Context: an optimization exercise on an open-source flow, tuned for small area, a short achievable clock period and few clock cycles per item. The choices shown serve that exercise and are no tape-out recipe. Where RTL was checked, it was by simulation tests only, not by an equivalence proof against the original. Function not checked in runs 1 to 3: the RTL went through the layout flow alone. Power figures rest on the tool's default switching activity, not on a simulated workload.

==> flow/design.v <==
`default_nettype none
package lru_pkg;
  localparam int KEY_SPACE_DEF  = 64;
  localparam int MAX_FRAMES_DEF = 8;
  localparam int              CFG_W     = 4;
  localparam logic [CFG_W-1:0] CFG_RESET = 4'd4;
endpackage
`default_nettype wire
`default_nettype none
`default_nettype wire
`default_nettype none
module lru_ctrl #(
  parameter  int KEY_SPACE  = lru_pkg::KEY_SPACE_DEF,
  parameter  int MAX_FRAMES = lru_pkg::MAX_FRAMES_DEF,
  localparam int KW         = $clog2(KEY_SPACE),
  localparam int CW         = $clog2(MAX_FRAMES + 1)
) (
  input  wire logic                      clk,
  input  wire logic                      rst_n,
  input  wire logic                      step,
  input  wire logic [KW-1:0]             key,
  input  wire logic [CW-1:0]             lim,
  output logic                           res_hit,
  output logic                           res_evicted,
  output logic [KW-1:0]                  res_evicted_key,
  output logic [CW-1:0]                  occupancy
);
  logic [KW-1:0]         list_r [MAX_FRAMES];
  logic [CW-1:0]         count_r;
  logic [MAX_FRAMES-1:0] vld;
  logic [MAX_FRAMES-1:0] match;
  logic [MAX_FRAMES-1:0] shift;
  logic                  hit;
  logic                  full;
  logic [KW-1:0]         tail_key;
  always_comb begin
    for (int i = 0; i < MAX_FRAMES; i++) begin
      vld[i]   = (count_r > CW'(i));
      match[i] = vld[i] && (list_r[i] == key);
    end
  end
  always_comb begin
    shift[0] = 1'b1;
    for (int i = 1; i < MAX_FRAMES; i++) begin
      shift[i] = shift[i-1] & ~match[i-1];
    end
  end
  assign hit  = |match;
  assign full = (count_r >= lim);
  always_comb begin
    tail_key = '0;
    for (int i = 0; i < MAX_FRAMES; i++) begin
      if (count_r == CW'(i + 1)) tail_key = list_r[i];
    end
  end
  always_ff @(posedge clk) begin
    if (step) begin
      list_r[0] <= key;
      for (int i = 1; i < MAX_FRAMES; i++) begin
        if (shift[i]) list_r[i] <= list_r[i-1];
      end
      res_hit         <= hit;
      res_evicted     <= ~hit & full;
      res_evicted_key <= (~hit & full) ? tail_key : '0;
    end
  end
  always_ff @(posedge clk) begin
    if (!rst_n) begin
      count_r <= '0;
    end else if (step && !hit && !full) begin
      count_r <= CW'(count_r + 1'b1);
    end
  end
  assign occupancy = count_r;
endmodule
`default_nettype wire
`default_nettype none
module lru_page_reference_tracker_unit #(
  parameter  int KEY_SPACE  = lru_pkg::KEY_SPACE_DEF,
  parameter  int MAX_FRAMES = lru_pkg::MAX_FRAMES_DEF,
  localparam int KW         = $clog2(KEY_SPACE),
  localparam int CW         = $clog2(MAX_FRAMES + 1)
) (
  input  wire logic                      clk,
  input  wire logic                      rst_n,
  input  wire logic                      in_valid,
  output logic                           in_ready,
  input  wire logic [KW-1:0]             in_page_key,
  output logic                           out_valid,
  input  wire logic                      out_ready,
  output logic                           out_hit,
  output logic                           out_evicted,
  output logic [KW-1:0]                  out_evicted_key,
  output logic [CW-1:0]                  out_occupancy,
  input  wire logic                      cfg_valid,
  output logic                           cfg_ready,
  input  wire logic [lru_pkg::CFG_W-1:0] cfg_frames_in_use
);
  logic [CW-1:0] lim_r;
  logic [CW-1:0] lim_wr;
  logic          out_valid_r;
  logic          accept;
  logic          step;
  logic          q0_v, q1_v;
  logic [KW-1:0] q0_key, q1_key;
  always_comb begin
    if (cfg_frames_in_use == '0) begin
      lim_wr = CW'(1);
    end else if (cfg_frames_in_use > lru_pkg::CFG_W'(MAX_FRAMES)) begin
      lim_wr = CW'(MAX_FRAMES);
    end else begin
      lim_wr = CW'(cfg_frames_in_use);
    end
  end
  assign cfg_ready = 1'b1;
  always_ff @(posedge clk) begin
    if (!rst_n) begin
      lim_r <= CW'(lru_pkg::CFG_RESET);
    end else if (cfg_valid) begin
      lim_r <= lim_wr;
    end
  end
  assign in_ready = !q1_v;
  assign accept   = in_valid && !q1_v;
  assign step     = q0_v && (!out_valid_r || out_ready);
  always_ff @(posedge clk) begin
    if (!rst_n) begin
      q0_v <= 1'b0;
      q1_v <= 1'b0;
    end else begin
      if (!q0_v || step) begin
        q0_v <= q1_v || accept;
      end
      q1_v <= q0_v && !step && (q1_v || accept);
    end
  end
  always_ff @(posedge clk) begin
    if (!q0_v || step) begin
      q0_key <= q1_v ? q1_key : in_page_key;
    end
    if (!q1_v) begin
      q1_key <= in_page_key;
    end
  end
  lru_ctrl #(
    .KEY_SPACE  (KEY_SPACE),
    .MAX_FRAMES (MAX_FRAMES)
  ) u_ctrl (
    .clk             (clk),
    .rst_n           (rst_n),
    .step            (step),
    .key             (q0_key),
    .lim             (lim_r),
    .res_hit         (out_hit),
    .res_evicted     (out_evicted),
    .res_evicted_key (out_evicted_key),
    .occupancy       (out_occupancy)
  );
  always_ff @(posedge clk) begin
    if (!rst_n) begin
      out_valid_r <= 1'b0;
    end else if (step) begin
      out_valid_r <= 1'b1;
    end else if (out_ready) begin
      out_valid_r <= 1'b0;
    end
  end
  assign out_valid = out_valid_r;
endmodule
`default_nettype wire
==> flow/run.sh <==
#!/bin/bash
# synth_recipe.tcl (not shown) runs the flow's synth.tcl, then flattens the netlist and writes it again
# the make line also repeats each setting of config.mk as NAME=value (left out here)
make -C /OpenROAD-flow-scripts/flow DESIGN_CONFIG=/design/flow/config.mk WORK_HOME=/design/flow/orfs CLKGATE_MAP_FILE= SYNTH_SCRIPT=/design/flow/synth_recipe.tcl finish
==> flow/config.mk <==
export PLATFORM = sky130hd
export DESIGN_NAME = lru_page_reference_tracker_unit
export DESIGN_NICKNAME = lru_page_reference_tracker_unit
export VERILOG_FILES = /design/flow/design.v
export SDC_FILE = /design/flow/constraint.sdc
export NUM_CORES = 4
export LEC_CHECK = 0
export ABC_CLOCK_PERIOD_IN_PS = 2000
export CAP_MARGIN = 20
export CORE_MARGIN = 2
export CORE_UTILIZATION = 65
export PLACE_DENSITY = 0.75
export SETUP_SLACK_MARGIN = 3.5
export SLEW_MARGIN = 20
==> flow/constraint.sdc <==
create_clock -name core_clock -period 5.5 [get_ports {clk}]
set_input_delay 1.1000 -clock core_clock [delete_from_list [all_inputs] [get_ports {clk}]]
set_output_delay 1.1000 -clock core_clock [all_outputs]
set_load 0.01 [all_outputs]
==> results of run 1 <==
[critical path: stages, from the launching register on]
cell and delay [ns]:
edfxtp_1 0.39, buf_6 0.15, buf_6 0.12, xnor2_1 0.19, nand4_1 0.27, nor4_4 0.32
nor3_4 0.09, buf_6 0.14, and3_4 0.18, and2b_2 0.25
[report_power, final]
part	internal (mW)	leakage [nW]	total (mW)	switching (mW)
combinational	0.101	1.06	0.215	0.114
sequential	0.672	0.733	0.700	0.0279
clock	0.220	0.108	0.475	0.255
[cells in the mapped netlist (all sizes together)]
library cell	n
edfxtp	62
nand2	31
xnor2	26
nor2	23
xor2	22
a21oi	20
dfxtp	17
buf	12
clkbuf	11
nand3	10
inv	9
a211oi	8
ha	8
mux2	6
nand4	6
nor3	6
nor4	6
mux2i	5
nor2b	4
o21ai	4
a211o	3
and2	3
nand2b	3
o311a	3
a2111oi	2
a21boi	2
a21o	2
and2b	2
o211ai	2
o21a	2
or2	2
or3	2
a31oi	1
a41oi	1
and3	1
conb	1
nor3b	1
o221ai	1
o22ai	1
o31a	1
or4	1
[final cells by class]
type / instances / area share, %
Clock inverter: 7 / 1.70
Multi-Input combinational cell: 222 / 36.3
Clock buffer: 9 / 2.41
Timing Repair Buffer: 76 / 13.9
Tap cell: 75 / 1.82
Sequential cell: 79 / 43.2
Inverter: 9 / 0.754
[placed cells by master, fill, tap and decap left out, types with 4 or more instances in the layout]
cell and count:
buf_6 20, a21oi_1 14, edfxtp_1 62, nand3_1 8, ha_1 4, clkbuf_8 9
a211oi_1 8, clkdlybuf4s50_1 13, xor2_1 18, a21oi_2 5, dfxtp_1 11, nor2_1 15
buf_12 5, dfxtp_4 5, mux2i_1 5, nor3_1 4, nand4_1 5, buf_4 27
xor2_2 4, xnor2_1 19, mux2_2 6, xnor2_2 7, buf_2 10, nand2_1 29
nor2_2 5, inv_1 4
[cell families after synthesis]
group,Yosys count
compound gates,53
xor+xnor,48
fa+ha+maj,8
buf+inv,32
flops,79
mux,11
other cells,1
simple gates,101
[what timing repair did]
action                                  CTS  global route
endpoints found under the setup margin   82            63
setup buffers                            45             3
cloned                                    0             0
pin swaps                                23            11
resized for setup                       109            23
[per-layer routing]
layer	vias up	global-route usage, %	share of wire [%]
li1	1311	-	-
met1	1499	42.8	34
met2	257	59.1	50
met3	78	5.93	9.8
met4	0	18.0	6.6
met5	-	0	0
[worst max path at each step]
| stage | depth (start not counted) | start | slack (ns) | endpoint |
|---|---|---|---|---|
| 2_1_floorplan | 5 | out_ready | 3.14 | u_ctrl.list_r[6][0] |
| 3_3_place_gp | 6 | out_ready | 2.47 | u_ctrl.list_r[7][0] |
| 3_5_place_dp | 6 | out_ready | 2.42 | u_ctrl.list_r[6][0] |
| 4_1_cts | 8 | q0_key[1] | 3.38 | u_ctrl.list_r[6][0] |
| 5_1_grt | 9 | q0_key[4] | 3.13 | u_ctrl.list_r[6][0] |
| 6_report | 9 | q0_key[4] | 3.17 | u_ctrl.list_r[6][0] |
[metrics by stage]
stage | util, % | instance area, µm²
6_report | 87.4 | 5150
5_1_grt | 87.4 | 5150
4_1_cts | 85.2 | 5020
3_5_place_dp | 72.2 | 4250
3_3_place_gp | 72.2 | 4250
2_1_floorplan | - | 4050
[registers in the layout, indices dropped and copies added (netlist names), 4 cells and up]
name / cells
u_ctrl.list_r: 48
lim_r: 4
q0_key: 6
u_ctrl.res_evicted_key: 6
u_ctrl.count_r: 4
q1_key: 6
==> flow_summary.toml, run 1 <==
[run_status]
status = "finished clean"

[sta]
hold_viol = 0
setup_viol = 0
layout_min_cycle_time_ns = 2.33
fin_crit_sh_pct = 42.4
tns_ns = 0
clock_skew_ns = 0.0117
fin_ws_ns = 3.17
max_freq_mhz = 428
slew_headroom_pct = 59.2
worst_pin_slew_ns = 0.611
hold_ws_ns = 0.487
rsz0062_at_grt = "yes"
slew_viol_final = 0

[critical_path]
r2r-start = "q0_key[4]"
timing.rr.end = "u_ctrl.list_r[6][0]"
start_kind = "flop"
arrival_ns = 2.45
crit_path_end_kind = "flop"
reg2regPathDepth = 9
r2r_slack_ns = 3.17
worstPathMaxFanout = 6
crit_type = "reg -> reg"
cp_data_required_time_ns = 5.62

[clocking]
cts_root_buffer = "clkbuf_8"
htree_levels = 3
cts_tree = "done"
cts_buffers = 9
clockBufferDepth = 2
path_clk_slew_ns = 0.10
hold_buffers = 0
clk_latency_ns = 0.37
cts.sinks = 79

[synth]
syn_nets = 356
synth_top_family_by_area = "simple AND/OR/NAND/NOR gates"
synth-compound-area-share_pct = 9.48
ys_types = 58
synthMuxAreaShare_pct = 2.98
synthXorXnorAreaFrac_pct = 11.0
yosysWarnings = 3
yosys-top-cells-area = "edfxtp_1, dfxtp_1, xnor2_1"
synth-simple-area-share_pct = 13.1
synthAdderAreaFrac_pct = 2.54
netlist.area_leader.share_pct = 47.2
netlist_instances = 333
avgSynthCellArea_um2 = 11.9
ys_seq_area_share_pct = 55.8
ys_seq_elements = 79
yosysTopAreaCell = "edfxtp_1"
syn_area_um2 = 3950

[floorplan]
die_x_um = 81.9
io_pins = 30
start_util_pct = 67.1
rows = 28
die_h_um = 81.9
coreArea_um2 = 5890
dieArea_um2 = 6710

[placed_design]
place.gp.congestion = 0.873
dp_cells = 413
dp_hpwl_um = 5990
port_buffers = 28
dp_slack_ns = 2.42

[detailed_routing]
drt_first_pass_iters = 7
first_iter_violations = 432
routed_wl_um = 12400
post-route-drc-count = 0
drtAntennaViolNets = 0
wl_per_cell_um = 26.0
via_per_inst = 6.59
num_vias = 3145

[hold_path]
hp-start = "q1_key[1]"
holdPathStages = 1
hold_path_end = "q1_key[1]"
hold_class = "reg -> reg"

[finish]
multi_input_area_um2 = 1870
antenna_cells = 0
drive_above_1_share_pct = 38.8
stdcell_count = 477
fill_cells = 249
layout.area.seq_um2 = 2220
fin_nets = 420
area_growth_syn_to_layout_pct = 30.4

[power_and_ir_drop]
power_mw = 1.39
p_leak_nw = 1.90
powerDensity_nw_per_um2 = 270
ir_worst_vdd_v = 0.000259

[grt]
grt_overflow = 0
grt_usage_pct = 34.8
grt_pass1_vias = 2990
grt_max_degree = 26
grt_first_pass_wirelength_um = 16500
antenna_found_initial = 0

[flow_run]
maxCapViolations = 0
==> inputs of run 2 (changes only) <==
--- a/flow/config.mk
+++ b/flow/config.mk
@@ -7,7 +7,6 @@
 export LEC_CHECK = 0
-export ABC_CLOCK_PERIOD_IN_PS = 2000
 export CAP_MARGIN = 20
 export CORE_MARGIN = 2
-export CORE_UTILIZATION = 65
-export PLACE_DENSITY = 0.75
+export CORE_UTILIZATION = 40
+export PLACE_DENSITY = 0.6
 export SETUP_SLACK_MARGIN = 3.5
==> flow_summary.toml, run 2 <==
[critical_path]
crit_path_end_kind = "flop"
cp.buffers_inverters = 3
start_kind = "flop"
crit_type = "reg -> reg"
cp_cell_sequence = "buf_12 > buf_8 > xor2_4 > a2111oi_4 > nor3_4 > buf_6 > and3_4 > and2b_2"
timing.rr.end = "u_ctrl.list_r[6][1]"
slowest_stage = "a2111oi_4"
r2r-start = "q0_key[4]"
cp_data_required_time_ns = 5.62
arrival_ns = 2.32
reg2regPathDepth = 8
r2r_slack_ns = 3.30
worstPathMaxFanout = 6
cp-startpoint = "q0_key[4]"
path_delay_family = "simple AND/OR/NAND/NOR gates"
slowest_delay_ns = 0.45

[clocking]
cts_tree = "done"
path_clk_slew_ns = 0.09
clockBufferDepth = 2
cts_buffers = 9
htree_levels = 3
cts_root_buffer = "clkbuf_8"
cts.sinks = 79
clk_latency_ns = 0.37

[detailed_routing]
routed_wl_um = 9240
num_vias = 2767
first_iter_violations = 201
via_per_inst = 5.16
drt_first_pass_iters = 5
post-route-drc-count = 0
drtAntennaViolNets = 0
wl_per_cell_um = 17.2

[power_and_ir_drop]
p_leak_nw = 1.88
powerDensity_nw_per_um2 = 261
ir_worst_vdd_v = 0.000132

[floorplan]
coreArea_um2 = 9680
io_pins = 30
dieArea_um2 = 10700
start_util_pct = 40.8
die_h_um = 103
rows = 36
die_x_um = 103

[finish]
multi_input_area_um2 = 1810
final_cell_mix = "edfxtp_1, buf_4, nand2_1"
mostFrequentLayoutCell = "edfxtp_1"
largest_reg_flops = 48
fill_cells = 840
fin_nets = 421
regMostFlops = "u_ctrl.list_r"
fin_util_pct = 53.4
area_growth_syn_to_layout_pct = 31.1
drive_above_1_share_pct = 36.7
layout.area.seq_um2 = 2220
antenna_cells = 0

[sta]
clock_skew_ns = 0.0120
max_freq_mhz = 455
setup_viol = 0
tns_ns = 0
rsz0062_at_grt = "yes"
layout_min_cycle_time_ns = 2.20
slew_headroom_pct = 62.2
slew_viol_final = 0
worst_pin_slew_ns = 0.566
hold_viol = 0
fin_crit_sh_pct = 40.0

[grt]
use_met2_pct = 31.9
grt_first_pass_wirelength_um = 14300
grt_busiest_layer = "met2"
grtUsageMet3_pct = 2.89
grt_pass1_vias = 2631
antenna_found_initial = 0
grt_overflow = 0
grt_max_degree = 26
grt_usage_pct = 18.3
globalRouteMet1Util_pct = 22.9

[synth]
yosysWarnings = 3
syn_area_um2 = 3950
ys_seq_area_share_pct = 55.8
netlist_instances = 333
synth_common_cells = "edfxtp_1, nand2_1, xnor2_1, xor2_1"
yosysTopAreaCell = "edfxtp_1"
netlist.area_leader.share_pct = 47.2
avgSynthCellArea_um2 = 11.9
post-synth-top-count-cell = "edfxtp_1"
synth_edf_count = 62
syn_nets = 356
synthFlopType = "edfxtp_1"
ys_types = 58
yosys-top-cells-area = "edfxtp_1, dfxtp_1, xnor2_1"
ys_seq_elements = 79
synthArstFlopShare_pct = 0

[run_status]
status = "finished clean"

[placed_design]
dp_hpwl_um = 6070
place.gp.congestion = 0.798
port_buffers = 28

[hold_path]
holdPathStages = 1
hold_path_end = "q1_key[5]"
hold_class = "reg -> reg"
hp-start = "q1_key[5]"

[flow_run]
maxCapViolations = 0
-- run 2: layer usage --
metal  routed length, µm  part of all wire (%)  vias up
met3                 510                   5.5       14
met5                   0                     0        -
li1                    -                     -     1317
met2                4680                    51       74
met4                 172                   1.9        0
met1                3880                    42     1362
-- run 2: cells by family after synthesis --
kind of cell / count (synthesis) / synth area share, %
AO/OA/AOI/OAI: 53 / 9.48
XOR/XNOR: 48 / 11.0
adder cells (fa/ha/maj): 8 / 2.54
buffers and inverters: 32 / 4.98
flip-flops: 79 / 55.8
multiplexers: 11 / 2.98
other: 1 / 0.0950
AND/OR/NAND/NOR: 101 / 13.1
-- run 2: what timing repair did --
action                                  CTS  global route
buffers inserted                         37            12
hold buffers                              0             0
endpoints found under the setup margin   82            64
hold endpoints to repair                  0             0
pin swaps                                15            21
cloned                                    0             0
gates resized for setup                  85            34
-- run 2: worst reg2reg max path, cell delays in order (launching register included) --
cell,delay [ns]
edfxtp_1,0.43
buf_12,0.16
buf_8,0.12
xor2_4,0.15
a2111oi_4,0.45
nor3_4,0.09
buf_6,0.14
and3_4,0.17
and2b_2,0.25
-- run 2: per-stage QoR --
step	cells	power (mW)	hold slack [ns]	setup WS, ns	area [µm²]
after global routing	536	1.40	0.503	3.21	5180
after global placement	471	0.853	0.458	2.43	4320
after CTS	524	1.34	0.482	3.29	4940
after floorplan	333	0.813	0.446	3.14	4050
after detailed placement	471	0.854	0.460	2.39	4320
final	536	1.35	0.482	3.30	5180
-- run 2: worst max path at each step --
stage                               end  cells past startpoint  slack, ns
finish              u_ctrl.list_r[6][1]                      8       3.30
global route        u_ctrl.list_r[6][1]                      8       3.21
detailed placement  u_ctrl.list_r[7][4]                      6       2.39
floorplan           u_ctrl.list_r[6][0]                      5       3.14
global placement    u_ctrl.list_r[6][2]                      6       2.43
CTS                 u_ctrl.list_r[6][1]                      9       3.29
-- run 2: layout make-up --
type / count / area share, %
clock buffer: 9 / 2.39
clock inverter: 7 / 1.62
inverter: 9 / 0.749
multi-input combinational: 222 / 34.9
sequential: 79 / 42.9
tap: 133 / 3.21
timing repair buffer: 77 / 14.2
-- run 2: power breakdown --
part           switching [mW]  internal [mW]  total (mW)
sequential             0.0247          0.672       0.697
combinational          0.0930          0.102       0.195
clock                   0.241          0.218       0.460
total                   0.359          0.992        1.35
==> inputs of run 3 (changes only) <==
--- a/flow/config.mk
+++ b/flow/config.mk
@@ -13 +13,2 @@
 export SLEW_MARGIN = 20
+export TNS_END_PERCENT = 0
==> flow_summary.toml, run 3 <==
[run_status]
status = "finished clean"

[critical_path]
r2r_slack_ns = 3.28
cp_cell_sequence = "buf_4 > xnor2_1 > nand4_1 > or4_1 > nand4_4 > or3_4 > nor2_2"
worstPathMaxFanout = 7
slowest_delay_ns = 0.55
reg2regPathDepth = 7
start_kind = "flop"
r2r-start = "q0_key[1]"
slowest_stage = "edfxtp_1"
timing.rr.end = "u_ctrl.res_evicted_key[4]"
cp_data_required_time_ns = 5.62
path_delay_family = "simple AND/OR/NAND/NOR gates"
arrival_ns = 2.34
cp.buffers_inverters = 1
crit_type = "reg -> reg"
crit_path_end_kind = "flop"

[placed_design]
place.gp.congestion = 0.803
dp_cells = 471
dp_hpwl_um = 6090
port_buffers = 28

[detailed_routing]
num_vias = 2654
post-route-drc-count = 0
via_per_inst = 5.09
first_iter_violations = 181
routed_wl_um = 9280
wl_per_cell_um = 17.8
drt_first_pass_iters = 4
drtAntennaViolNets = 0

[hold_path]
hold_class = "reg -> reg"
holdPathStages = 1
hp-start = "q1_key[2]"
hold_path_end = "q1_key[2]"

[floorplan]
coreArea_um2 = 9680
die_h_um = 103
dieArea_um2 = 10700
start_util_pct = 40.8
die_x_um = 103
rows = 36
io_pins = 30

[synth]
yosysTopAreaCell = "edfxtp_1"
netlist.area_leader.share_pct = 47.2
yosys-top-cells-area = "edfxtp_1, dfxtp_1, xnor2_1"
yosysWarnings = 3
ys_seq_area_share_pct = 55.8
synth_edf_count = 62
post-synth-top-count-cell = "edfxtp_1"
synth_common_cells = "edfxtp_1, nand2_1, xnor2_1, xor2_1"
ys_seq_elements = 79
synthArstFlopShare_pct = 0
ys_types = 58
syn_nets = 356
syn_area_um2 = 3950
avgSynthCellArea_um2 = 11.9
netlist_instances = 333
synthFlopType = "edfxtp_1"

[sta]
fin_crit_sh_pct = 40.4
slew_headroom_pct = 49.8
tns_ns = 0
setup_viol = 0
hold_ws_ns = 0.482
hold_viol = 0
worst_pin_slew_ns = 0.751
max_freq_mhz = 450
layout_min_cycle_time_ns = 2.22
slew_viol_final = 0
rsz0062_at_grt = "yes"
clock_skew_ns = 0.0144

[grt]
grt_first_pass_wirelength_um = 14200
grt_overflow = 0
grtUsageMet3_pct = 3.83
globalRouteMet1Util_pct = 23.1
grt_pass1_vias = 2603
antenna_found_initial = 0
grt_max_degree = 26
use_met2_pct = 30.2
grt_busiest_layer = "met2"
grt_usage_pct = 18.1

[clocking]
path_clk_slew_ns = 0.09
cts_root_buffer = "clkbuf_8"
cts_buffers = 9
cts_tree = "done"
clk_latency_ns = 0.36
cts.sinks = 79
htree_levels = 3
clockBufferDepth = 2

[finish]
stdcell_count = 521
regMostFlops = "u_ctrl.list_r"
drive_above_1_share_pct = 27.6
mostFrequentLayoutCell = "edfxtp_1"
final_cell_mix = "edfxtp_1, nand2_1, xnor2_1"
antenna_cells = 0
largest_reg_flops = 48
area_growth_syn_to_layout_pct = 26.0
fin_nets = 406

[flow_run]
maxCapViolations = 0

[power_and_ir_drop]
powerDensity_nw_per_um2 = 269
power_mw = 1.34
p_leak_nw = 1.77
ir_worst_vdd_v = 0.000179
-- run 3: cell counts after synthesis --
No cell type changed its count.
-- run 3: power breakdown --
group / switching (mW) / total (mW) / leakage, nW / internal, mW
sequential: 0.0262 / 0.698 / 0.733 / 0.672
combinational: 0.0900 / 0.177 / 0.937 / 0.0872
clock: 0.243 / 0.463 / 0.104 / 0.220
-- run 3: kinds of logic (layout without fill, tap and decap cells) --
family / Yosys count / after routing / share of synthesized area, %
mux: 11 / 11 / 2.98
other cells: 1 / 1 / 0.0950
compound gates: 53 / 53 / 9.48
flops: 79 / 79 / 55.8
xor+xnor: 48 / 48 / 11.0
buf+inv: 32 / 87 / 4.98
simple gates: 101 / 101 / 13.1
fa+ha+maj: 8 / 8 / 2.54
-- run 3: metal layers --
| metal | vias up | routed length, µm |
|---|---|---|
| met2 | 89 | 4630 |
| met1 | 1268 | 4040 |
| met3 | 15 | 434 |
| met5 | - | 0 |
| met4 | 0 | 181 |
| li1 | 1282 | - |
-- run 3: worst max-delay path by stage --
| stage | from | to | cells after the start |
|---|---|---|---|
| 2_1_floorplan | out_ready | u_ctrl.list_r[6][0] | 5 |
| 4_1_cts | q0_key[1] | u_ctrl.list_r[6][5] | 8 |
| 3_3_place_gp | out_ready | u_ctrl.list_r[7][2] | 6 |
| 3_5_place_dp | out_ready | u_ctrl.list_r[7][4] | 6 |
| 6_report | q0_key[1] | u_ctrl.res_evicted_key[4] | 7 |
| 5_1_grt | q0_key[2] | u_ctrl.list_r[6][5] | 6 |
-- run 3: what timing repair did --
action                                  CTS  global route
pin swaps                                 7            13
hold buffers                              0             0
resized for setup                        39            26
buffers inserted                         30             4
endpoints found under the setup margin   82            82
-- run 3: cell type report --
class	count	area (µm²)
clock buffer	9	124
clock inverter	7	86.3
fill	871	4710
inverter	9	33.8
multi-input combinational	222	1760
sequential	79	2220
tap	133	166
timing repair buffer	62	584
-- run 3: worst register-to-register path: stages, from the launching register on --
cell and delay [ns]:
edfxtp_1 0.55, buf_4 0.23, xnor2_1 0.15, nand4_1 0.10, or4_1 0.49, nand4_4 0.16, or3_4 0.24, nor2_2 0.06
-- run 3: per-stage QoR --
| stage | cell area, µm² | utilization, % | setup slack [ns] |
|---|---|---|---|
| 2_1_floorplan | 3980 | - | 3.14 |
| 5_1_grt | 4970 | 51.3 | 3.23 |
| 3_5_place_dp | 4270 | 44.1 | 2.43 |
| 4_1_cts | 4800 | 49.6 | 3.22 |
| 6_report | 4970 | 51.3 | 3.28 |
| 3_3_place_gp | 4270 | 44.1 | 2.44 |
==> inputs of run 4 (changes only) <==
--- a/flow/design.v
+++ b/flow/design.v
@@ -21,3 +21,3 @@
   input  wire logic [KW-1:0]             key,
-  input  wire logic [CW-1:0]             lim,
+  input  wire logic [$clog2(MAX_FRAMES)-1:0] limm1,
   output logic                           res_hit,
@@ -48,3 +48,3 @@
   assign hit  = |match;
-  assign full = (count_r >= lim);
+  assign full = (count_r > CW'(limm1));
   always_comb begin
@@ -52,3 +52,3 @@
     for (int i = 0; i < MAX_FRAMES; i++) begin
-      if (count_r == CW'(i + 1)) tail_key = list_r[i];
+      tail_key = tail_key | ({KW{count_r == CW'(i + 1)}} & list_r[i]);
     end
@@ -63,3 +63,3 @@
       res_evicted     <= ~hit & full;
-      res_evicted_key <= (~hit & full) ? tail_key : '0;
+      res_evicted_key <= {KW{~hit & full}} & tail_key;
     end
@@ -98,4 +98,5 @@
 );
-  logic [CW-1:0] lim_r;
-  logic [CW-1:0] lim_wr;
+  localparam int LW = $clog2(MAX_FRAMES);
+  logic [LW-1:0] limm1_r;
+  logic [LW-1:0] limm1_wr;
   logic          out_valid_r;
@@ -107,7 +108,7 @@
     if (cfg_frames_in_use == '0) begin
-      lim_wr = CW'(1);
+      limm1_wr = '0;
     end else if (cfg_frames_in_use > lru_pkg::CFG_W'(MAX_FRAMES)) begin
-      lim_wr = CW'(MAX_FRAMES);
+      limm1_wr = LW'(MAX_FRAMES - 1);
     end else begin
-      lim_wr = CW'(cfg_frames_in_use);
+      limm1_wr = LW'(cfg_frames_in_use - 1'b1);
     end
@@ -117,5 +118,5 @@
     if (!rst_n) begin
-      lim_r <= CW'(lru_pkg::CFG_RESET);
+      limm1_r <= LW'(lru_pkg::CFG_RESET - 1'b1);
     end else if (cfg_valid) begin
-      lim_r <= lim_wr;
+      limm1_r <= limm1_wr;
     end
@@ -152,3 +153,3 @@
     .key             (q0_key),
-    .lim             (lim_r),
+    .limm1           (limm1_r),
     .res_hit         (out_hit),
--- a/flow/config.mk
+++ b/flow/config.mk
@@ -11,3 +11,3 @@
 export PLACE_DENSITY = 0.6
-export SETUP_SLACK_MARGIN = 3.5
+export SETUP_SLACK_MARGIN = 3.4
 export SLEW_MARGIN = 20
==> flow_summary.toml, run 4 <==
[run_status]
status = "finished clean"

[flow_run]
maxCapViolations = 0

[synth]
ys_types = 53
synth_common_cells = "edfxtp_1, xnor2_1, nor2_1, xor2_1"
post-synth-top-count-cell = "edfxtp_1"
netlist.area_leader.share_pct = 48.6
yosysWarnings = 3
netlist_instances = 308
synthArstFlopShare_pct = 0
synth_edf_count = 62
yosys-top-cells-area = "edfxtp_1, dfxtp_1, xnor2_1"
synthFlopType = "edfxtp_1"
syn_nets = 331
avgSynthCellArea_um2 = 12.4
ys_seq_elements = 78
yosysTopAreaCell = "edfxtp_1"
syn_area_um2 = 3830
ys_seq_area_share_pct = 57.0

[floorplan]
dieArea_um2 = 10400
start_util_pct = 41.2
rows = 35
io_pins = 30
coreArea_um2 = 9280
die_x_um = 102
die_h_um = 102

[critical_path]
cp-startpoint = "q0_key[5]"
slowest_stage = "edfxtp_1"
worstPathMaxFanout = 7
arrival_ns = 2.49
crit_path_end_kind = "flop"
slowest_delay_ns = 0.61
cp_cell_sequence = "xnor2_1 > nand4_1 > nor4_2 > a41oi_2 > nand3_4 > or2_4 > nor2_1"
r2r_slack_ns = 3.12
crit_type = "reg -> reg"
r2r-start = "q0_key[5]"
start_kind = "flop"
cp_data_required_time_ns = 5.62

[finish]
antenna_cells = 0
mostFrequentLayoutCell = "edfxtp_1"
area_growth_syn_to_layout_pct = 21.8
fin_util_pct = 50.2
largest_reg_flops = 48
drive_above_1_share_pct = 24.6
final_cell_mix = "edfxtp_1, xnor2_1, buf_4"
fin_nets = 375
regMostFlops = "u_ctrl.list_r"

[clocking]
htree_levels = 3
cts_tree = "done"
cts_root_buffer = "clkbuf_8"
hold_buffers = 0
cts_buffers = 9
path_clk_slew_ns = 0.09
clockBufferDepth = 2
cts.sinks = 78
clk_latency_ns = 0.37

[hold_path]
hp-start = "q1_key[2]"
hold_class = "reg -> reg"

[power_and_ir_drop]
p_leak_nw = 1.67
power_switching_uw = 340
combPwrFrac_pct = 11.5
p_clk_share_pct = 32.7
ir_worst_vdd_v = 0.000154
swShare_pct = 27.2
p_int_uw = 912
seq_power_share_pct = 55.8
powerDensity_nw_per_um2 = 269

[placed_design]
dp_hpwl_um = 6240
port_buffers = 28
place.gp.congestion = 0.863

[detailed_routing]
first_iter_violations = 248
via_per_inst = 5.39
post-route-drc-count = 0
drtAntennaViolNets = 0
drt_first_pass_iters = 5
routed_wl_um = 9190
num_vias = 2619
wl_per_cell_um = 18.9

[grt]
grt_overflow = 0
grt_first_pass_wirelength_um = 13800
grt_usage_pct = 18.3
antenna_found_initial = 0
grt_pass1_vias = 2443
grt_max_degree = 32

[sta]
rsz0062_at_grt = "yes"
slew_headroom_pct = 49.7
slew_viol_final = 0
hold_viol = 0
setup_viol = 0
layout_min_cycle_time_ns = 2.38
clock_skew_ns = 0.0136
fin_crit_sh_pct = 43.2
worst_pin_slew_ns = 0.750
tns_ns = 0
max_freq_mhz = 421
-- run 4: cell count changes in the layout (fill, tap and decap cells not counted), moves of 4 or more --
cell / delta
nand2_1: -17
nand3_1: -7
dlygate4sd2_1: -7
buf_6: -7
a211oi_1: -6
a22oi_1: +6
mux2_2: +4
clkdlybuf4s50_1: +6
xnor2_1: +5
inv_1: +8
-- run 4: what timing repair did --
action                     in CTS  in global routing
setup endpoints to repair      68                 68
resized for setup              25                 14
pin swaps                       1                  1
buffers inserted               10                 12
-- run 4: metal layers --
layer  GRT usage, %  vias up  share of wire (%)
met5              0        -                  0
met4           6.97        0                2.6
met3           5.54       19                5.9
met2           29.3      109                 48
met1           23.4     1282                 43
li1               -     1209                  -
-- run 4: layout make-up --
| cell class | count | area [µm²] |
|---|---|---|
| clock buffers | 9 | 124 |
| clock inverters | 7 | 61.3 |
| fillers | 849 | 4620 |
| inverters | 16 | 63.8 |
| multi-input cells | 196 | 1600 |
| flip-flops and latches | 78 | 2200 |
| well taps | 129 | 161 |
| repair buffers | 51 | 459 |
-- run 4: worst max-delay path: cells and delay by family, from the launching register on --
kind            cells  cell delay [ns]
flops               1             0.61
xor+xnor            1             0.23
compound gates      1             0.15
simple gates        5             1.12
-- run 4: cells by family (layout without fill, tap and decap cells) --
group	Yosys count	after routing	synth area share, %
DFF	78	78	57.0
other	1	1	0.0979
muxes	14	14	3.99
adders and majority gates	8	8	2.61
AOI/OAI and AO/OA	55	55	10.7
buffers and inverters	34	83	5.00
and+or+nand+nor	70	70	9.67
xor gates and xnor gates	48	48	11.0
-- run 4: through the flow --
step                      std cells  total power [mW]  setup slack (ns)  hold slack [ns]  instance area, µm²
final                           486              1.25              3.12            0.478                4660
after detailed placement        448             0.832              2.30            0.463                4190
after global placement          448             0.829              2.36            0.458                4190
after floorplan                 308             0.790              3.09            0.446                3870
after global routing            486              1.30              3.07            0.494                4660
after CTS                       474              1.24              3.14            0.486                4500
-- run 4: worst paths after layout --
kind	end	cells after the start
min reg2reg	q1_key[2]	1
max reg2reg	u_ctrl.res_evicted_key[5]	7
max	u_ctrl.res_evicted_key[5]	7
min	q1_key[2]	1
-- run 4: power groups by stage --
stage                     Clock (mW)  Sequential (mW)  Combinational (mW)
after global placement             0            0.717               0.113
after detailed placement           0            0.717               0.115
after global routing           0.442            0.701               0.158
final                          0.410            0.699               0.144
after floorplan                    0            0.697              0.0930
after CTS                      0.418            0.701               0.126
Testbench counts of run 4, summed over its fixed seeds: cycles 16,576, items 16,384.
==> inputs of run 5 (changes only) <==
==> flow/flow/run.sh (new file) <==
#!/bin/bash
# The standard layout (the standard.sh) with two changes to buffering:
# the port buffers ORFS inserts before global placement use a small plain
# buffer cell, and clock tree synthesis builds its tree from clkbuf_8 cells under
# a clkbuf_8 root, in clusters of up to 22 sinks and without dummy loads.
set -euo pipefail
export BUFFER_PORTS_ARGS="-buffer_cell sky130_fd_sc_hd__buf_1"
export CTS_ARGS="-sink_clustering_enable -repair_clock_nets -dont_use_dummy_load -sink_clustering_size 22 -sink_clustering_max_diameter 80 -buf_list sky130_fd_sc_hd__clkbuf_8 -root_buf sky130_fd_sc_hd__clkbuf_8"
bash standard.sh > standard_flow.log 2>&1
==> flow/standard.sh (new file) <==
#!/bin/bash
# synth_recipe.tcl (not shown) runs the flow's synth.tcl, then flattens the netlist and writes it again
# the make line also repeats each setting of config.mk as NAME=value (left out here)
make -C /OpenROAD-flow-scripts/flow DESIGN_CONFIG=/design/flow/config.mk WORK_HOME=/design/flow/orfs CLKGATE_MAP_FILE= SYNTH_SCRIPT=/design/flow/synth_recipe.tcl "${@:-finish}"
removed: flow/run.sh
==> flow_summary.toml, run 5 <==
[floorplan]
die_x_um = 102
io_pins = 30
rows = 35
start_util_pct = 41.2
dieArea_um2 = 10400
coreArea_um2 = 9280
die_h_um = 102

[detailed_routing]
post-route-drc-count = 0
first_iter_violations = 230
wl_met2_um = 4170
routed_wl_um = 8610
via_per_inst = 5.42
num_vias = 2569
wl_per_cell_um = 18.2
drt_first_pass_iters = 7
wirelength_met1_um = 3660
highest_layer = "met4"
wl_met3_um = 593
drtAntennaViolNets = 0

[synth]
synth_top_family_by_area = "XOR/XNOR gates"
syn_nets = 331
netlist_instances = 308
yosysWarnings = 3
netlist.area_leader.share_pct = 48.6
synth_edf_count = 62
synth-simple-area-share_pct = 9.67
synthAdderAreaFrac_pct = 2.61
ys_seq_area_share_pct = 57.0
synth-compound-area-share_pct = 10.7
syn_area_um2 = 3830
yosys-top-cells-area = "edfxtp_1, dfxtp_1, xnor2_1"
synth_common_cells = "edfxtp_1, xnor2_1, nor2_1, xor2_1"
synthFlopType = "edfxtp_1"
synthXorXnorAreaFrac_pct = 11.0
synthMuxAreaShare_pct = 3.99
ys_types = 53
avgSynthCellArea_um2 = 12.4
yosysTopAreaCell = "edfxtp_1"
ys_seq_elements = 78
synthArstFlopShare_pct = 0
post-synth-top-count-cell = "edfxtp_1"

[sta]
layout_min_cycle_time_ns = 2.13
worst_pin_slew_ns = 0.782
slew_headroom_pct = 47.6
tns_ns = 0
fin_crit_sh_pct = 38.7
hold_viol = 0
max_freq_mhz = 470
rsz0062_at_grt = "yes"
clock_skew_ns = 0.0311
hold_ws_ns = 0.477
slew_viol_final = 0
setup_viol = 0

[finish]
mostFrequentLayoutCell = "edfxtp_1"
fin_area_um2 = 4480
final_cell_mix = "edfxtp_1, xnor2_1, buf_1"
area_growth_syn_to_layout_pct = 16.9
largest_reg_flops = 48
stdcell_count = 474
regMostFlops = "u_ctrl.list_r"
fin_nets = 370
fin_util_pct = 48.2
drive_above_1_share_pct = 22.3
antenna_cells = 0

[clocking]
path_clk_slew_ns = 0.09
htree_levels = 3
cts_buffers = 9
cts_tree = "done"
clockBufferDepth = 2
cts.sinks = 78
hold_buffers = 0
clk_latency_ns = 0.37
cts_root_buffer = "clkbuf_8"

[critical_path]
slowest_delay_ns = 0.53
reg2regPathDepth = 7
cp.buffers_inverters = 1
path_delay_family = "simple AND/OR/NAND/NOR gates"
slowest_stage = "or4_1"
arrival_ns = 2.22
crit_cells = 7
start_kind = "flop"
crit_type = "reg -> reg"
cp_data_required_time_ns = 5.59
cp_cell_sequence = "buf_12 > xor2_1 > or4_1 > nor3b_2 > nand3_2 > or2_4 > nor2_1"
worstPathMaxFanout = 7
crit_path_end_kind = "flop"

[grt]
antenna_found_initial = 0
grt_usage_pct = 17.5
grt_pass1_vias = 2507
grt_max_degree = 31
grt_first_pass_wirelength_um = 13400
grt_overflow = 0

[flow_run]
maxCapViolations = 0

[power_and_ir_drop]
ir_worst_vdd_v = 0.000151
p_int_uw = 877
seq_power_share_pct = 59.8
swShare_pct = 24.3
p_leak_nw = 1.54
powerDensity_nw_per_um2 = 259
p_clk_share_pct = 28.0
combPwrFrac_pct = 12.2
power_switching_uw = 282

[hold_path]
hold_class = "reg -> reg"
holdPathStages = 1

[placed_design]
place_area_um2 = 4020
dp_cells = 449
place.gp.congestion = 0.907
dp_hpwl_um = 6190
port_buffers = 28

[run_status]
status = "finished clean"
## run 5: cell counts after synthesis
No cell type changed its count.
## run 5: path summary, 6_finish.rpt
kind                                 from                        end  slack (ns)
worst min register to register  q1_key[2]                  q1_key[2]        0.48
worst max-delay path            q0_key[4]  u_ctrl.res_evicted_key[1]        3.37
worst min-delay path            q1_key[2]                  q1_key[2]        0.48
worst max register to register  q0_key[4]  u_ctrl.res_evicted_key[1]        3.37
## run 5: worst reg2reg max path, cell delays in order (launching register included)
cell	delay (ns)
edfxtp_1	0.44
buf_12	0.18
xor2_1	0.16
or4_1	0.53
nor3b_2	0.19
nand3_2	0.11
or2_4	0.19
nor2_1	0.06
## run 5: layout make-up
cell class	count	area, µm²
Fill cell	862	4810
Sequential cell	78	2190
Multi-Input combinational cell	196	1600
Timing Repair Buffer	46	337
Tap cell	129	161
Clock buffer	9	124
Inverter	16	60.1
## run 5: metrics by stage
step	total power, mW	worst slack [ns]
floorplan	0.790	3.09
global placement	0.818	2.75
detailed placement	0.821	2.69
CTS	1.17	3.30
global route	1.20	3.27
finish	1.16	3.37
## run 5: power groups by stage
stage	logic, mW	clock network [mW]	registers, mW
floorplan	0.0930	0	0.697
global placement	0.101	0	0.716
detailed placement	0.104	0	0.716
CTS	0.135	0.337	0.693
global route	0.154	0.350	0.696
finish	0.141	0.325	0.693
## run 5: logic make-up after synthesis
logic type	count (synthesis)
flops	78
xor+xnor	48
simple gates	70
compound gates	55
buf+inv	34
fa+ha+maj	8
other cells	1
mux	14
## run 5: routing by layer
layer	track usage (%)	up-vias
met2	28.3	113
met3	3.76	17
met1	23.4	1245
met4	6.26	0
met5	0	-
li1	-	1194
## run 5: what timing repair did
item                       4_1_cts  5_1_grt
setup buffers                   11        4
setup endpoints to repair       57       55
pin swaps                        4        6
cloned                           0        1
gates resized for setup         24        9
==> inputs of run 6 (changes only) <==
--- a/flow/config.mk
+++ b/flow/config.mk
@@ -13,2 +13,2 @@
 export SLEW_MARGIN = 20
-export TNS_END_PERCENT = 0
+export TNS_END_PERCENT = 5
==> flow_summary.toml, run 6 <==
[synth]
post-synth-top-count-cell = "edfxtp_1"
synth_common_cells = "edfxtp_1, xnor2_1, nor2_1, xor2_1"
ys_seq_area_share_pct = 57.0
yosysTopAreaCell = "edfxtp_1"
synth_edf_count = 62
yosys-top-cells-area = "edfxtp_1, dfxtp_1, xnor2_1"
yosysWarnings = 3
synthFlopType = "edfxtp_1"
netlist.area_leader.share_pct = 48.6
syn_area_um2 = 3830
ys_types = 53
netlist_instances = 308
ys_seq_elements = 78
syn_nets = 331
avgSynthCellArea_um2 = 12.4
synthArstFlopShare_pct = 0

[sta]
fin_ws_ns = 3.37
slew_headroom_pct = 48.9
max_freq_mhz = 469
worst_pin_slew_ns = 0.762
slew_viol_final = 0
tns_ns = 0
fin_crit_sh_pct = 38.7
clock_skew_ns = 0.0317
hold_viol = 0
layout_min_cycle_time_ns = 2.13
setup_viol = 0
hold_ws_ns = 0.477
rsz0062_at_grt = "yes"

[placed_design]
dp_cells = 449
place.gp.congestion = 0.907
dp_slack_ns = 2.69
dp_hpwl_um = 6190
port_buffers = 28

[clocking]
cts.sinks = 78
hold_buffers = 0
clk_latency_ns = 0.36
clockBufferDepth = 2
htree_levels = 3
cts_root_buffer = "clkbuf_8"
cts_buffers = 9
cts_tree = "done"
path_clk_slew_ns = 0.09

[finish]
antenna_cells = 0
regMostFlops = "u_ctrl.list_r"
mostFrequentLayoutCell = "edfxtp_1"
drive_above_1_share_pct = 23.6
fill_cells = 862
area_growth_syn_to_layout_pct = 18.6
fin_nets = 376
stdcell_count = 480
largest_reg_flops = 48
final_cell_mix = "edfxtp_1, buf_1, xnor2_1"

[critical_path]
timing.rr.end = "u_ctrl.res_evicted_key[2]"
arrival_ns = 2.21
cp_data_required_time_ns = 5.58
r2r-start = "q0_key[4]"
r2r_slack_ns = 3.37
crit_type = "reg -> reg"
worstPathMaxFanout = 7
reg2regPathDepth = 7
start_kind = "flop"
crit_path_end_kind = "flop"

[power_and_ir_drop]
swShare_pct = 24.1
combPwrFrac_pct = 12.5
powerDensity_nw_per_um2 = 256
seq_power_share_pct = 59.7
p_leak_nw = 1.59
ir_worst_vdd_v = 0.000151
p_clk_share_pct = 27.8
power_mw = 1.16
p_int_uw = 881
power_switching_uw = 280

[floorplan]
rows = 35
dieArea_um2 = 10400
die_h_um = 102
io_pins = 30
die_x_um = 102
start_util_pct = 41.2
coreArea_um2 = 9280

[detailed_routing]
first_iter_violations = 217
drtAntennaViolNets = 0
via_per_inst = 5.29
post-route-drc-count = 0
routed_wl_um = 8770
wl_per_cell_um = 18.3
num_vias = 2540
drt_first_pass_iters = 4

[grt]
globalRouteMet1Util_pct = 23.4
grt_first_pass_wirelength_um = 13600
grtUsageMet3_pct = 3.90
grt_pass1_vias = 2523
grt_overflow = 0
antenna_found_initial = 0
use_met2_pct = 28.8
grt_max_degree = 22
grt_busiest_layer = "met2"
grt_usage_pct = 17.7

[hold_path]
hold_path_end = "q1_key[2]"
hold_class = "reg -> reg"
hp-start = "q1_key[2]"
holdPathStages = 1

[flow_run]
maxCapViolations = 0

[run_status]
status = "finished clean"
==> run 6: logic make-up after synthesis <==
| kind of cell | share of synthesized area [%] |
|---|---|
| xor gates and xnor gates | 11.0 |
| other | 0.0979 |
| adders and majority gates | 2.61 |
| DFF | 57.0 |
| muxes | 3.99 |
| AOI/OAI and AO/OA | 10.7 |
| and+or+nand+nor | 9.67 |
| buffers and inverters | 5.00 |
==> run 6: final cells by class <==
type	count	area [µm²]	area share, %
multi-input combinational	196	1610	35.5
sequential	78	2190	48.3
clock buffer	9	124	2.73
timing repair buffer	52	393	8.65
inverter	16	60.1	1.32
tap	129	161	3.55
==> run 6: power by group through the flow <==
stage | logic, mW | registers (mW) | clock network (mW)
global placement | 0.101 | 0.716 | 0
finish | 0.145 | 0.693 | 0.322
floorplan | 0.0930 | 0.697 | 0
global route | 0.159 | 0.696 | 0.350
CTS | 0.136 | 0.693 | 0.337
detailed placement | 0.104 | 0.716 | 0
==> run 6: how the worst max path moves through the flow <==
stage | start | endpoint | slack (ns)
4_1_cts | u_ctrl.count_r[1] | u_ctrl.list_r[7][1] | 3.30
5_1_grt | q0_key[1] | u_ctrl.list_r[7][1] | 3.25
6_report | q0_key[4] | u_ctrl.res_evicted_key[2] | 3.37
3_3_place_gp | out_ready | u_ctrl.list_r[7][0] | 2.75
2_1_floorplan | out_ready | u_ctrl.list_r[7][0] | 3.09
3_5_place_dp | out_ready | u_ctrl.list_r[7][1] | 2.69
==> run 6: worst max-delay path: stages (launching register included) <==
cell and delay (ns):
edfxtp_1 0.45, buf_12 0.18, xor2_1 0.15, or4_1 0.53
nor3b_2 0.19, nand3_2 0.11, or2_4 0.18, nor2_1 0.06
==> run 6: per-stage QoR <==
stage               util (%)  instance area, µm²
detailed placement      43.3                4020
finish                  48.9                4540
floorplan                  -                3870
CTS                     47.7                4430
global route            48.9                4540
global placement        43.3                4020
==> run 6: repair_timing <==
item	in CTS	in global routing
buffers inserted	13	8
pin swaps	5	7
endpoints found under the setup margin	57	55
hold endpoints to repair	0	0
gates cloned	1	0
gates resized for setup	26	8
==> run 6: layer usage <==
metal,vias up,wire (µm)
met3,15,578
met5,-,0
met1,1227,3780
li1,1205,-
met4,0,194
met2,93,4210
==> inputs of run 7 (changes only) <==
--- a/flow/config.mk
+++ b/flow/config.mk
@@ -11,4 +11,4 @@
 export PLACE_DENSITY = 0.6
-export SETUP_SLACK_MARGIN = 3.4
+export SETUP_SLACK_MARGIN = 3.7
 export SLEW_MARGIN = 20
-export TNS_END_PERCENT = 5
+export TNS_END_PERCENT = 0
==> flow_summary.toml, run 7 <==
[run_status]
status = "finished clean"

[sta]
rsz0062_at_grt = "yes"
setup_viol = 0
slew_viol_final = 0
hold_viol = 0
fin_ws_ns = 3.37
layout_min_cycle_time_ns = 2.13
clock_skew_ns = 0.0310
tns_ns = 0
hold_ws_ns = 0.477
slew_headroom_pct = 43.7
fin_crit_sh_pct = 38.8
worst_pin_slew_ns = 0.840
max_freq_mhz = 468

[floorplan]
coreArea_um2 = 9280
die_h_um = 102
io_pins = 30
dieArea_um2 = 10400
rows = 35
die_x_um = 102
start_util_pct = 41.2

[synth]
synth_edf_count = 62
ys_types = 53
ys_seq_elements = 78
yosysWarnings = 3
netlist_instances = 308
synth_common_cells = "edfxtp_1, xnor2_1, nor2_1, xor2_1"
synthFlopType = "edfxtp_1"
syn_area_um2 = 3830
yosys-top-cells-area = "edfxtp_1, dfxtp_1, xnor2_1"
ys_seq_area_share_pct = 57.0
netlist.area_leader.share_pct = 48.6
post-synth-top-count-cell = "edfxtp_1"
avgSynthCellArea_um2 = 12.4
yosysTopAreaCell = "edfxtp_1"
synthArstFlopShare_pct = 0
syn_nets = 331

[critical_path]
crit_path_end_kind = "flop"
start_kind = "flop"
r2r_slack_ns = 3.37
cp_cell_sequence = "buf_12 > xor2_1 > a2111oi_2 > a41oi_2 > nand2_2 > nor3_4 > and2_4"
cp_data_required_time_ns = 5.60
crit_type = "reg -> reg"
slowest_delay_ns = 0.44
arrival_ns = 2.23
slowest_stage = "edfxtp_1"
cp.buffers_inverters = 1
path_delay_family = "compound AO/OA/AOI/OAI gates"
worstPathMaxFanout = 8

[finish]
fin_nets = 372
fin_area_um2 = 4500
drive_above_1_share_pct = 22.5
regMostFlops = "u_ctrl.list_r"
largest_reg_flops = 48
stdcell_count = 476
mostFrequentLayoutCell = "edfxtp_1"
fin_util_pct = 48.5
antenna_cells = 0
final_cell_mix = "edfxtp_1, xnor2_1, buf_1"
area_growth_syn_to_layout_pct = 17.5

[detailed_routing]
post-route-drc-count = 0
first_iter_violations = 144
routed_wl_um = 8630
num_vias = 2550
drt_first_pass_iters = 4
drtAntennaViolNets = 0
via_per_inst = 5.36
wl_per_cell_um = 18.1

[clocking]
path_clk_slew_ns = 0.09
cts_tree = "done"
clk_latency_ns = 0.36
clockBufferDepth = 2
hold_buffers = 0
cts.sinks = 78
htree_levels = 3
cts_root_buffer = "clkbuf_8"
cts_buffers = 9

[power_and_ir_drop]
powerDensity_nw_per_um2 = 258
power_mw = 1.16
p_leak_nw = 1.56
ir_worst_vdd_v = 0.000151

[hold_path]
hold_class = "reg -> reg"

[grt]
grt_busiest_layer = "met2"
grtUsageMet3_pct = 4.10
grt_overflow = 0
grt_first_pass_wirelength_um = 13600
grt_pass1_vias = 2533
globalRouteMet1Util_pct = 23.2
grt_max_degree = 22
grt_usage_pct = 17.7
use_met2_pct = 28.9
antenna_found_initial = 0

[placed_design]
dp_hpwl_um = 6190
port_buffers = 28
place.gp.congestion = 0.907
place_area_um2 = 4020
dp_slack_ns = 2.69
dp_cells = 449

[flow_run]
maxCapViolations = 0
[run 7: changes by cell type in the layout (fill, tap and decap cells not counted), sizes merged]
cell | previous run | this run
buf | 51 | 47
[run 7: kinds of logic (layout without fill, tap and decap cells)]
kind of cell               Yosys count  after routing  synth area share (%)
adders and majority gates            8              8                  2.61
muxes                               14             14                  3.99
buffers and inverters               34             73                  5.00
xor gates and xnor gates            48             48                  11.0
AOI/OAI and AO/OA                   55             55                  10.7
DFF                                 78             78                  57.0
other                                1              1                0.0979
and+or+nand+nor                     70             70                  9.67
[run 7: per-layer routing]
metal	share of wire, %	vias up
li1	-	1193
met1	42	1229
met2	47	106
met3	7.4	22
met4	2.9	0
met5	0	-
[run 7: where the power goes]
part           leakage, nW  switching (mW)  total, mW  internal [mW]
clock               0.0647           0.178      0.324          0.146
combinational        0.772          0.0769      0.142         0.0650
sequential           0.723          0.0262      0.693          0.667
[run 7: what timing repair did]
| action | in CTS | in global routing |
|---|---|---|
| pin swaps | 5 | 6 |
| setup endpoints to repair | 68 | 68 |
| hold endpoints to repair | 0 | 0 |
| setup buffers | 14 | 3 |
| gates cloned | 1 | 0 |
| resized for setup | 26 | 6 |
[run 7: path summary, 6_finish.rpt]
check                        endpoint  depth (start not counted)      start
setup reg to reg  u_ctrl.list_r[7][1]                          7  q0_key[2]
hold / removal              q1_key[2]                          1  q1_key[2]
setup / recovery  u_ctrl.list_r[7][1]                          7  q0_key[2]
hold reg to reg             q1_key[2]                          1  q1_key[2]
[run 7: area by class of cell]
| class | count | area, µm² |
|---|---|---|
| flip-flops and latches | 78 | 2190 |
| fillers | 864 | 4780 |
| clock buffers | 9 | 124 |
| multi-input cells | 196 | 1600 |
| inverters | 16 | 60.1 |
| repair buffers | 48 | 359 |
| well taps | 129 | 161 |
==> inputs of run 8 (changes only) <==
--- a/flow/config.mk
+++ b/flow/config.mk
@@ -11,3 +11,3 @@
 export PLACE_DENSITY = 0.6
-export SETUP_SLACK_MARGIN = 3.7
+export SETUP_SLACK_MARGIN = 3.55
 export SLEW_MARGIN = 20
==> flow_summary.toml, run 8 <==
[clocking]
htree_levels = 3
clockBufferDepth = 2
clk_latency_ns = 0.36
cts_root_buffer = "clkbuf_8"
hold_buffers = 0
cts_tree = "done"
path_clk_slew_ns = 0.09
cts_buffers = 9
cts.sinks = 78

[finish]
fin_util_pct = 48.5
drive_above_1_share_pct = 22.5
antenna_cells = 0
regMostFlops = "u_ctrl.list_r"
final_cell_mix = "edfxtp_1, xnor2_1, buf_1"
mostFrequentLayoutCell = "edfxtp_1"
area_growth_syn_to_layout_pct = 17.5
fin_nets = 372
largest_reg_flops = 48
stdcell_count = 476

[critical_path]
crit_path_end_kind = "flop"
reg2regPathDepth = 7
slowest_delay_ns = 0.44
worstPathMaxFanout = 8
r2r_slack_ns = 3.37
cp_cell_sequence = "buf_12 > xor2_1 > a2111oi_2 > a41oi_2 > nand2_2 > nor3_4 > and2_4"
path_delay_family = "compound AO/OA/AOI/OAI gates"
cp.buffers_inverters = 1
cp_data_required_time_ns = 5.60
slowest_stage = "edfxtp_1"
arrival_ns = 2.23
crit_cells = 7
crit_type = "reg -> reg"
start_kind = "flop"

[sta]
rsz0062_at_grt = "yes"
hold_viol = 0
max_freq_mhz = 468
layout_min_cycle_time_ns = 2.13
fin_ws_ns = 3.37
slew_headroom_pct = 43.7
slew_viol_final = 0
tns_ns = 0
setup_viol = 0
fin_crit_sh_pct = 38.8
clock_skew_ns = 0.0310
worst_pin_slew_ns = 0.840

[floorplan]
dieArea_um2 = 10400
io_pins = 30
rows = 35
coreArea_um2 = 9280
die_h_um = 102
die_x_um = 102
start_util_pct = 41.2

[power_and_ir_drop]
powerDensity_nw_per_um2 = 258
ir_worst_vdd_v = 0.000151
power_mw = 1.16
p_leak_nw = 1.56

[grt]
grt_first_pass_wirelength_um = 13600
antenna_found_initial = 0
grt_overflow = 0
grt_max_degree = 22
grt_pass1_vias = 2533
grt_usage_pct = 17.7

[detailed_routing]
drt_first_pass_iters = 4
routed_wl_um = 8630
wl_per_cell_um = 18.1
drtAntennaViolNets = 0
num_vias = 2550
via_per_inst = 5.36
first_iter_violations = 144
post-route-drc-count = 0

[synth]
yosysWarnings = 3
avgSynthCellArea_um2 = 12.4
synth_common_cells = "edfxtp_1, xnor2_1, nor2_1, xor2_1"
post-synth-top-count-cell = "edfxtp_1"
yosys-top-cells-area = "edfxtp_1, dfxtp_1, xnor2_1"
syn_area_um2 = 3830
netlist.area_leader.share_pct = 48.6
ys_seq_elements = 78
synthArstFlopShare_pct = 0
yosysTopAreaCell = "edfxtp_1"
syn_nets = 331
ys_types = 53
ys_seq_area_share_pct = 57.0
netlist_instances = 308
synth_edf_count = 62
synthFlopType = "edfxtp_1"

[placed_design]
dp_slack_ns = 2.69
place.gp.congestion = 0.907
dp_cells = 449
port_buffers = 28
dp_hpwl_um = 6190

[run_status]
status = "finished clean"

[hold_path]
holdPathStages = 1
hold_class = "reg -> reg"

[flow_run]
maxCapViolations = 0
-- run 8: cell counts in the layout (fill, tap and decap cells not counted) --
No cell type changed its count.
-- run 8: kinds of logic after synthesis --
kind of cell | share of synthesized area [%]
other | 0.0979
buffers and inverters | 5.00
muxes | 3.99
and+or+nand+nor | 9.67
xor gates and xnor gates | 11.0
DFF | 57.0
AOI/OAI and AO/OA | 10.7
adders and majority gates | 2.61
-- run 8: metal layers --
| layer | GRT usage, % | wire (µm) | share of wire, % |
|---|---|---|---|
| met1 | 23.2 | 3650 | 42 |
| met4 | 6.67 | 248 | 2.9 |
| met2 | 28.9 | 4090 | 47 |
| met3 | 4.10 | 635 | 7.4 |
| met5 | 0 | 0 | 0 |
-- run 8: path summary, 6_finish.rpt --
check | from | endpoint
max reg2reg | q0_key[2] | u_ctrl.list_r[7][1]
min | q1_key[2] | q1_key[2]
min reg2reg | q1_key[2] | q1_key[2]
max | q0_key[2] | u_ctrl.list_r[7][1]
-- run 8: area by class of cell --
type                            instances  area, µm²
Inverter                               16       60.1
Multi-Input combinational cell        196       1600
Sequential cell                        78       2190
Clock buffer                            9        124
Fill cell                             864       4780
Tap cell                              129        161
Timing Repair Buffer                   48        359
-- run 8: stage by stage --
stage / area, µm² / hold slack [ns]
2_1_floorplan: 3870 / 0.446
3_3_place_gp: 4020 / 0.457
3_5_place_dp: 4020 / 0.462
4_1_cts: 4440 / 0.484
5_1_grt: 4500 / 0.491
6_report: 4500 / 0.477
-- run 8: timing repair --
action                                  CTS  global route
resized for setup                        26             6
endpoints found under the setup margin   67            68
cloned                                    1             0
pin swaps                                 5             6
buffers inserted                         14             3
-- run 8: power breakdown --
part	leakage [nW]	total (mW)	switching [mW]	internal (mW)
clock network	0.0647	0.324	0.178	0.146
registers	0.723	0.693	0.0262	0.667
logic	0.772	0.142	0.0769	0.0650
==> inputs of run 9 (changes only) <==
--- a/flow/config.mk
+++ b/flow/config.mk
@@ -7,3 +7,3 @@
 export LEC_CHECK = 0
-export CAP_MARGIN = 20
+export CAP_MARGIN = 5
 export CORE_MARGIN = 2
@@ -11,4 +11,4 @@
 export PLACE_DENSITY = 0.6
-export SETUP_SLACK_MARGIN = 3.55
-export SLEW_MARGIN = 20
+export SETUP_SLACK_MARGIN = 3.4
+export SLEW_MARGIN = 5
 export TNS_END_PERCENT = 0
==> flow_summary.toml, run 9 <==
[run_status]
status = "finished clean"

[synth]
synth_edf_count = 62
netlist.area_leader.share_pct = 48.6
ys_seq_elements = 78
avgSynthCellArea_um2 = 12.4
ys_seq_area_share_pct = 57.0
synthFlopType = "edfxtp_1"
syn_nets = 331
post-synth-top-count-cell = "edfxtp_1"
netlist_instances = 308
yosys-top-cells-area = "edfxtp_1, dfxtp_1, xnor2_1"
synthArstFlopShare_pct = 0
syn_area_um2 = 3830
synth_common_cells = "edfxtp_1, xnor2_1, nor2_1, xor2_1"
yosysWarnings = 3
yosysTopAreaCell = "edfxtp_1"
ys_types = 53

[finish]
antenna_cells = 0
largest_reg_flops = 48
mostFrequentLayoutCell = "edfxtp_1"
drive_above_1_share_pct = 22.3
fin_nets = 370
area_growth_syn_to_layout_pct = 16.9
fill_cells = 862
final_cell_mix = "edfxtp_1, xnor2_1, buf_1"
regMostFlops = "u_ctrl.list_r"

[power_and_ir_drop]
powerDensity_nw_per_um2 = 259
power_mw = 1.16
p_leak_nw = 1.54
swShare_pct = 24.3
power_switching_uw = 282
p_int_uw = 877
ir_worst_vdd_v = 0.000151
seq_power_share_pct = 59.8
combPwrFrac_pct = 12.2
p_clk_share_pct = 28.0

[detailed_routing]
drt_first_pass_iters = 7
wl_per_cell_um = 18.2
num_vias = 2569
post-route-drc-count = 0
via_per_inst = 5.42
drtAntennaViolNets = 0
first_iter_violations = 230
routed_wl_um = 8610

[critical_path]
r2r-start = "q0_key[4]"
r2r_slack_ns = 3.37
crit_type = "reg -> reg"
crit_path_end_kind = "flop"
cp_data_required_time_ns = 5.59
arrival_ns = 2.22
reg2regPathDepth = 7
timing.rr.end = "u_ctrl.res_evicted_key[1]"
start_kind = "flop"
worstPathMaxFanout = 7

[sta]
slew_viol_final = 0
layout_min_cycle_time_ns = 2.13
tns_ns = 0
rsz0062_at_grt = "yes"
fin_crit_sh_pct = 38.7
setup_viol = 0
clock_skew_ns = 0.0311
slew_headroom_pct = 47.6
max_freq_mhz = 470
hold_viol = 0
worst_pin_slew_ns = 0.782
fin_ws_ns = 3.37

[grt]
grt_usage_pct = 17.5
grt_pass1_vias = 2507
grt_max_degree = 31
antenna_found_initial = 0
grt_first_pass_wirelength_um = 13400
grt_overflow = 0

[floorplan]
rows = 35
io_pins = 30
start_util_pct = 41.2
die_x_um = 102
dieArea_um2 = 10400
coreArea_um2 = 9280
die_h_um = 102

[clocking]
path_clk_slew_ns = 0.09
htree_levels = 3
clk_latency_ns = 0.37
cts_buffers = 9
hold_buffers = 0
cts_tree = "done"
cts.sinks = 78
clockBufferDepth = 2
cts_root_buffer = "clkbuf_8"

[hold_path]
holdPathStages = 1
hold_path_end = "q1_key[2]"
hp-start = "q1_key[2]"
hold_class = "reg -> reg"

[placed_design]
port_buffers = 28
dp_slack_ns = 2.69
dp_hpwl_um = 6190
place.gp.congestion = 0.907

[flow_run]
maxCapViolations = 0
-- run 9: critical path, stage by stage, from the launching register on --
cell and delay [ns]:
edfxtp_1 0.44, buf_12 0.17, xor2_1 0.15, or4_1 0.53, nor3b_2 0.19, nand3_2 0.11, or2_4 0.19, nor2_1 0.06
-- run 9: what timing repair did --
| item | CTS | global route |
|---|---|---|
| pin swaps | 4 | 6 |
| gates cloned | 0 | 1 |
| resized for setup | 24 | 9 |
| setup endpoints to repair | 57 | 55 |
| setup buffers | 11 | 4 |
-- run 9: cells by family after synthesis --
logic type	share of synthesized area, %
AO/OA/AOI/OAI	10.7
flip-flops	57.0
other	0.0979
adder cells (fa/ha/maj)	2.61
buffers and inverters	5.00
XOR/XNOR	11.0
multiplexers	3.99
AND/OR/NAND/NOR	9.67
-- run 9: layout make-up --
type,count,area [µm²],share of cell area (%)
sequential,78,2190,49.0
timing repair buffer,46,337,7.52
tap,129,161,3.61
multi-input combinational,196,1600,35.8
clock buffer,9,124,2.77
inverter,16,60.1,1.34
-- run 9: metrics by stage --
step | cell area, µm² | utilization [%] | hold WS (ns) | instances
6_report | 4480 | 48.2 | 0.477 | 474
5_1_grt | 4480 | 48.2 | 0.491 | 474
4_1_cts | 4380 | 47.2 | 0.484 | 469
3_5_place_dp | 4020 | 43.3 | 0.462 | 449
3_3_place_gp | 4020 | 43.3 | 0.457 | 449
2_1_floorplan | 3870 | - | 0.446 | 308
-- run 9: metal layers --
layer | global-route usage, % | part of all wire (%) | up-vias
li1 | - | - | 1194
met1 | 23.4 | 43 | 1245
met2 | 28.3 | 48 | 113
met3 | 3.76 | 6.9 | 17
met4 | 6.26 | 2.2 | 0
met5 | 0 | 0 | -
-- run 9: worst max path at each step --
stage / startpoint / endpoint / slack [ns] / cells after the start
after global placement: out_ready / u_ctrl.list_r[7][0] / 2.75 / 6
after floorplan: out_ready / u_ctrl.list_r[7][0] / 3.09 / 5
after global routing: u_ctrl.count_r[1] / u_ctrl.list_r[7][1] / 3.27 / 9
final: q0_key[4] / u_ctrl.res_evicted_key[1] / 3.37 / 7
after CTS: u_ctrl.count_r[1] / u_ctrl.list_r[7][1] / 3.30 / 9
after detailed placement: out_ready / u_ctrl.list_r[7][1] / 2.69 / 6
-- run 9: power groups by stage --
| stage | clock network, mW | registers, mW | logic [mW] |
|---|---|---|---|
| floorplan | 0 | 0.697 | 0.0930 |
| global placement | 0 | 0.716 | 0.101 |
| detailed placement | 0 | 0.716 | 0.104 |
| CTS | 0.337 | 0.693 | 0.135 |
| global route | 0.350 | 0.696 | 0.154 |
| finish | 0.325 | 0.693 | 0.141 |

==> static timing again, ports no longer ideal <==
No port has a modelled driver above. Below, the same layouts with a new extraction and two added sets of constraints. Step 1 assumes that a clkbuf_16 drives the clock port and a buf_2 every other input. Step 2 times the ports against the registers' clock, not the clock port: input delays grow and output delays shrink by t, the midpoint of the rising clock arrivals with the driver on. Slacks: ideal / step 1 / step 2; pairs: ideal / step 1.
| run | t, ns | setup slack, ns | worst setup path at the end | slew at the worst register clock pin (ns) | worst slew at a driven data input, ns |
|---|---|---|---|---|---|
| run 1 | 0.396 | 3.166 / 3.166 / 2.934 | input to register | 0.10 / 0.10 | 0.04 |
| run 2 | 0.390 | 3.302 / 3.302 / 2.936 | input to register | 0.09 / 0.09 | 0.03 |
| run 3 | 0.387 | 3.279 / 3.279 / 2.949 | input to register | 0.10 / 0.10 | 0.03 |
| run 4 | 0.391 | 3.123 / 3.123 / 2.785 | input to register | 0.09 / 0.09 | 0.03 |
| run 5 | 0.382 | 3.372 / 3.372 / 3.114 | input to register | 0.09 / 0.09 | 0.03 |
| run 6 | 0.375 | 3.370 / 3.370 / 3.117 | input to register | 0.09 / 0.09 | 0.03 |
| run 7 | 0.379 | 3.365 / 3.365 / 3.124 | input to register | 0.09 / 0.09 | 0.03 |
| run 8 | 0.379 | 3.365 / 3.365 / 3.124 | input to register | 0.09 / 0.09 | 0.03 |
| run 9 | 0.382 | 3.372 / 3.372 / 3.114 | input to register | 0.09 / 0.09 | 0.03 |
After both steps every run listed still meets setup and hold. For run 2, which loses most, drivers alone change the setup slack by 0.000 ns; drivers and shift together by -0.366 ns.
